Context: an optimization exercise on an open-source flow, tuned for small area. The choices shown serve that exercise and are no tape-out recipe.
Only simulation tests tie the RTL to the original design; equivalence was not proved.
The clock port is modelled as an ideal driver, which makes a skipped or thinned clock tree look cheaper than it is; a real chip needs a root buffer or a tree.
Power and IR drop assume default switching activity.

Setup of alpha:
==> flow/design.v (excerpt) <==
module utf8_codepoint_cell_width_core (
   input  logic               clock,
   input  logic               reset,
   input  logic               req_valid,
   output logic               req_ready,
   input  logic [7:0]         req_in_byte,
   output logic               rsp_valid,
   input  logic               rsp_ready,
   output logic [20:0]        rsp_code_point,
   output logic [2:0]         rsp_byte_count,
   output logic [1:0]         rsp_cell_width
);
For scale: roughly 550 cells after synthesis, ~40 I/O pins, ~0.0031 mm^2 of cells after synthesis.
==> flow/config.mk <==
export PLATFORM = sky130hd
export DESIGN_NAME = utf8_codepoint_cell_width_core
export DESIGN_NICKNAME = utf8_codepoint_cell_width_core
export VERILOG_FILES = /design/flow/design.v
export SDC_FILE = /design/flow/constraint.sdc
export NUM_CORES = 4
export LEC_CHECK = 0
export ABC_AREA = 1
export CAP_MARGIN = 10
export CORE_MARGIN = 2
export CORE_UTILIZATION = 25
export GPL_TIMING_DRIVEN = 0
export PLACE_DENSITY = 0.4
export SLEW_MARGIN = 10
==> flow/constraint.sdc <==
create_clock -name core_clock -period 10.0 [get_ports {clock}]
set_input_delay 2.0000 -clock core_clock [delete_from_list [all_inputs] [get_ports {clock}]]
set_output_delay 2.0000 -clock core_clock [all_outputs]
set_load 0.01 [all_outputs]
standard.sh (not shown) runs the stock make flow with config.mk's settings and CLKGATE_MAP_FILE= SYNTH_SCRIPT=/design/flow/synth_recipe.tcl, a recipe that flattens the netlist after the stock synthesis.
==> flow/flow/run.sh <==
#!/bin/bash
# Own layout flow: the standard synthesis, then an area-only re-map of its
# combinational logic (registers untouched), then the standard layout steps
# with small port buffers and a small clock tree.
# Each tool writes its full output to a log file of its own in this folder.
set -euo pipefail
W=$(pwd)
F=$W/flow
R=$W/orfs/results/$FLOW_PLATFORM/utf8_codepoint_cell_width_core/base

# 1. standard synthesis, unchanged
bash standard.sh synth > $W/log_1_standard_synth.txt 2>&1
cp $R/1_2_yosys.v $W/std_1_2_yosys.v

# 2. re-map the combinational logic for area (registers kept as they are):
#    try a few ABC mapping scripts and keep the smallest netlist
export REMAP_LIB=$FLOW_HOME/platforms/$FLOW_PLATFORM/lib/sky130_fd_sc_hd__tt_025C_1v80.lib
export REMAP_IN=$W/std_1_2_yosys.v
export REMAP_MID=$W/remap_mid.v
export REMAP_DONT_USE=$(sed -n '/^export DONT_USE_CELLS/,/^[^ ]*$/p' \
   $FLOW_HOME/platforms/$FLOW_PLATFORM/config.mk | grep -o 'sky130_fd_sc_hd__[a-z0-9_]*' | tr '\n' ' ')
yosys -c $F/remap1.tcl > $W/log_2_remap1.txt 2>&1
best=""; best_area=""
for s in $F/map_*.abc; do
   n=$(basename $s .abc)
   export REMAP_SCRIPT=$s REMAP_OUT=$W/remap_$n.v REMAP_STAT=$W/remap_$n.stat.txt
   if yosys -c $F/remap2.tcl > $W/log_3_remap2_$n.txt 2>&1; then
      a=$(grep 'Chip area' $REMAP_STAT | awk '{print $NF}')
      echo "$n $a" >> $W/remap_areas.txt
      if [[ -z "$best" ]] || awk "BEGIN{exit !($a < $best_area)}"; then best=$n; best_area=$a; fi
   fi
done
echo "chosen $best $best_area" >> $W/remap_areas.txt
cp $W/remap_$best.v $R/1_2_yosys.v

# 3. the standard layout from the re-mapped netlist; ports get the smallest
#    buffer, and the clock tree uses small buffers and no dummy loads
export BUFFER_PORTS_ARGS="-buffer_cell sky130_fd_sc_hd__buf_1"
export CTS_ARGS="-sink_clustering_enable -repair_clock_nets -dont_use_dummy_load -root_buf sky130_fd_sc_hd__clkbuf_8 -buf_list sky130_fd_sc_hd__clkbuf_8"
export POST_CTS_TCL=$F/post_cts.tcl
bash standard.sh finish > $W/log_4_standard_layout.txt 2>&1
test -f $W/out/final.def
==> flow/flow/post_cts.tcl <==
# Collapse the clock tree to its root buffer: the design has only a couple
# dozen registers, which one strong clock buffer drives within the slew limit.
# Every leaf clock buffer that the root drives is removed and its sinks are
# moved onto the root buffer's output net.
set block [ord::get_db_block]
set clk_net [$block findNet clock]
set root ""
foreach it [$clk_net getITerms] {
   if {[$it isInputSignal] && [string match "sky130_fd_sc_hd__clkbuf_*" [[[$it getInst] getMaster] getName]]} {
      set root [$it getInst]
   }
}
if {$root ne ""} {
   set root_net [[$root findITerm X] getNet]
   set leaves {}
   foreach it [$root_net getITerms] {
      set inst [$it getInst]
      if {$inst ne $root && [$it isInputSignal] && [string match "sky130_fd_sc_hd__clkbuf_*" [[$inst getMaster] getName]]} {
         lappend leaves $inst
      }
   }
   foreach leaf $leaves {
      set out_net [[$leaf findITerm X] getNet]
      foreach it [$out_net getITerms] {
         if {[$it isInputSignal]} {
            $it disconnect
            $it connect $root_net
         }
      }
      puts "post_cts: removed leaf clock buffer [$leaf getName]"
      odb::dbInst_destroy $leaf
      odb::dbNet_destroy $out_net
   }
   # one buffer now drives every register: give it the strength for that
   set strong [[ord::get_db] findMaster sky130_fd_sc_hd__clkbuf_16]
   $root swapMaster $strong
   puts "post_cts: root clock buffer [$root getName] is now [$strong getName]"
   detailed_placement
   estimate_parasitics -placement
   report_check_types -max_slew -max_capacitance -violators
}
Other scripts of this flow, unchanged in this note and not shown: flow/flow/map_a.abc, flow/flow/map_b.abc, flow/flow/map_c.abc, flow/flow/map_d.abc, flow/flow/map_e.abc, flow/flow/map_f.abc, flow/flow/map_g.abc, flow/flow/map_h.abc, flow/flow/map_i.abc, flow/flow/map_j.abc, flow/flow/map_k.abc, flow/flow/remap1.tcl, flow/flow/remap2.tcl
#### Input delta (delta over alpha)
--- a/flow/flow/run.sh
+++ b/flow/flow/run.sh
@@ -39,3 +39,2 @@
 export CTS_ARGS="-sink_clustering_enable -repair_clock_nets -dont_use_dummy_load -root_buf sky130_fd_sc_hd__clkbuf_8 -buf_list sky130_fd_sc_hd__clkbuf_8"
-export POST_CTS_TCL=$F/post_cts.tcl
 bash standard.sh finish > $W/log_4_standard_layout.txt 2>&1
removed: flow/flow/post_cts.tcl
Findings:
Ratio of cells with drive above 1 in the final layout came out higher on delta than on alpha.
Non-filler instance count after layout delta (alpha -> delta): insignificant
As of delta, total power had risen by a few percent compared to alpha.
Delta (delta minus alpha): power density normalized to cell area went up by 2.5%, measured slew at the worst slew-check pin was more or less identical, sequential share of layout area was more or less identical, final hold slack went down by 0.0052 ns, number of fill cells in the layout was more or less identical.
Looking at design area across delta and alpha, the one that comes out higher is delta.
Relative to alpha, area fraction of clock buffers and clock inverters has gone up in delta.

-- port drivers added, routing unchanged --
In the flow no input, the clock included, has a driving cell. The finished layouts below were timed again as built, in two steps.
Step 1, drivers: a clkbuf_16 drives clock and a buf_2 each remaining input, both assumed.
Step 2 adds t to the input delays and takes it off the output delays; t is the mean of the earliest and latest rising clock arrival at the registers after step 1. Input paths then give back, and output paths get back, about the clock's delay inside the block.
Slacks: ideal / step 1 / step 2; pairs: ideal / step 1.
run | t (ns) | setup slack, ns | worst setup path at the end | worst register clock-pin slew, ns | cell pins on the clock port's net
alpha | 0.203 | 1.485 / 1.449 / 1.652 | register to output | 0.11 / 0.11 | 1
delta | 0.301 | 1.441 / 1.409 / 1.711 | register to output | 0.10 / 0.10 | 1
After both steps every run listed still meets setup and hold.
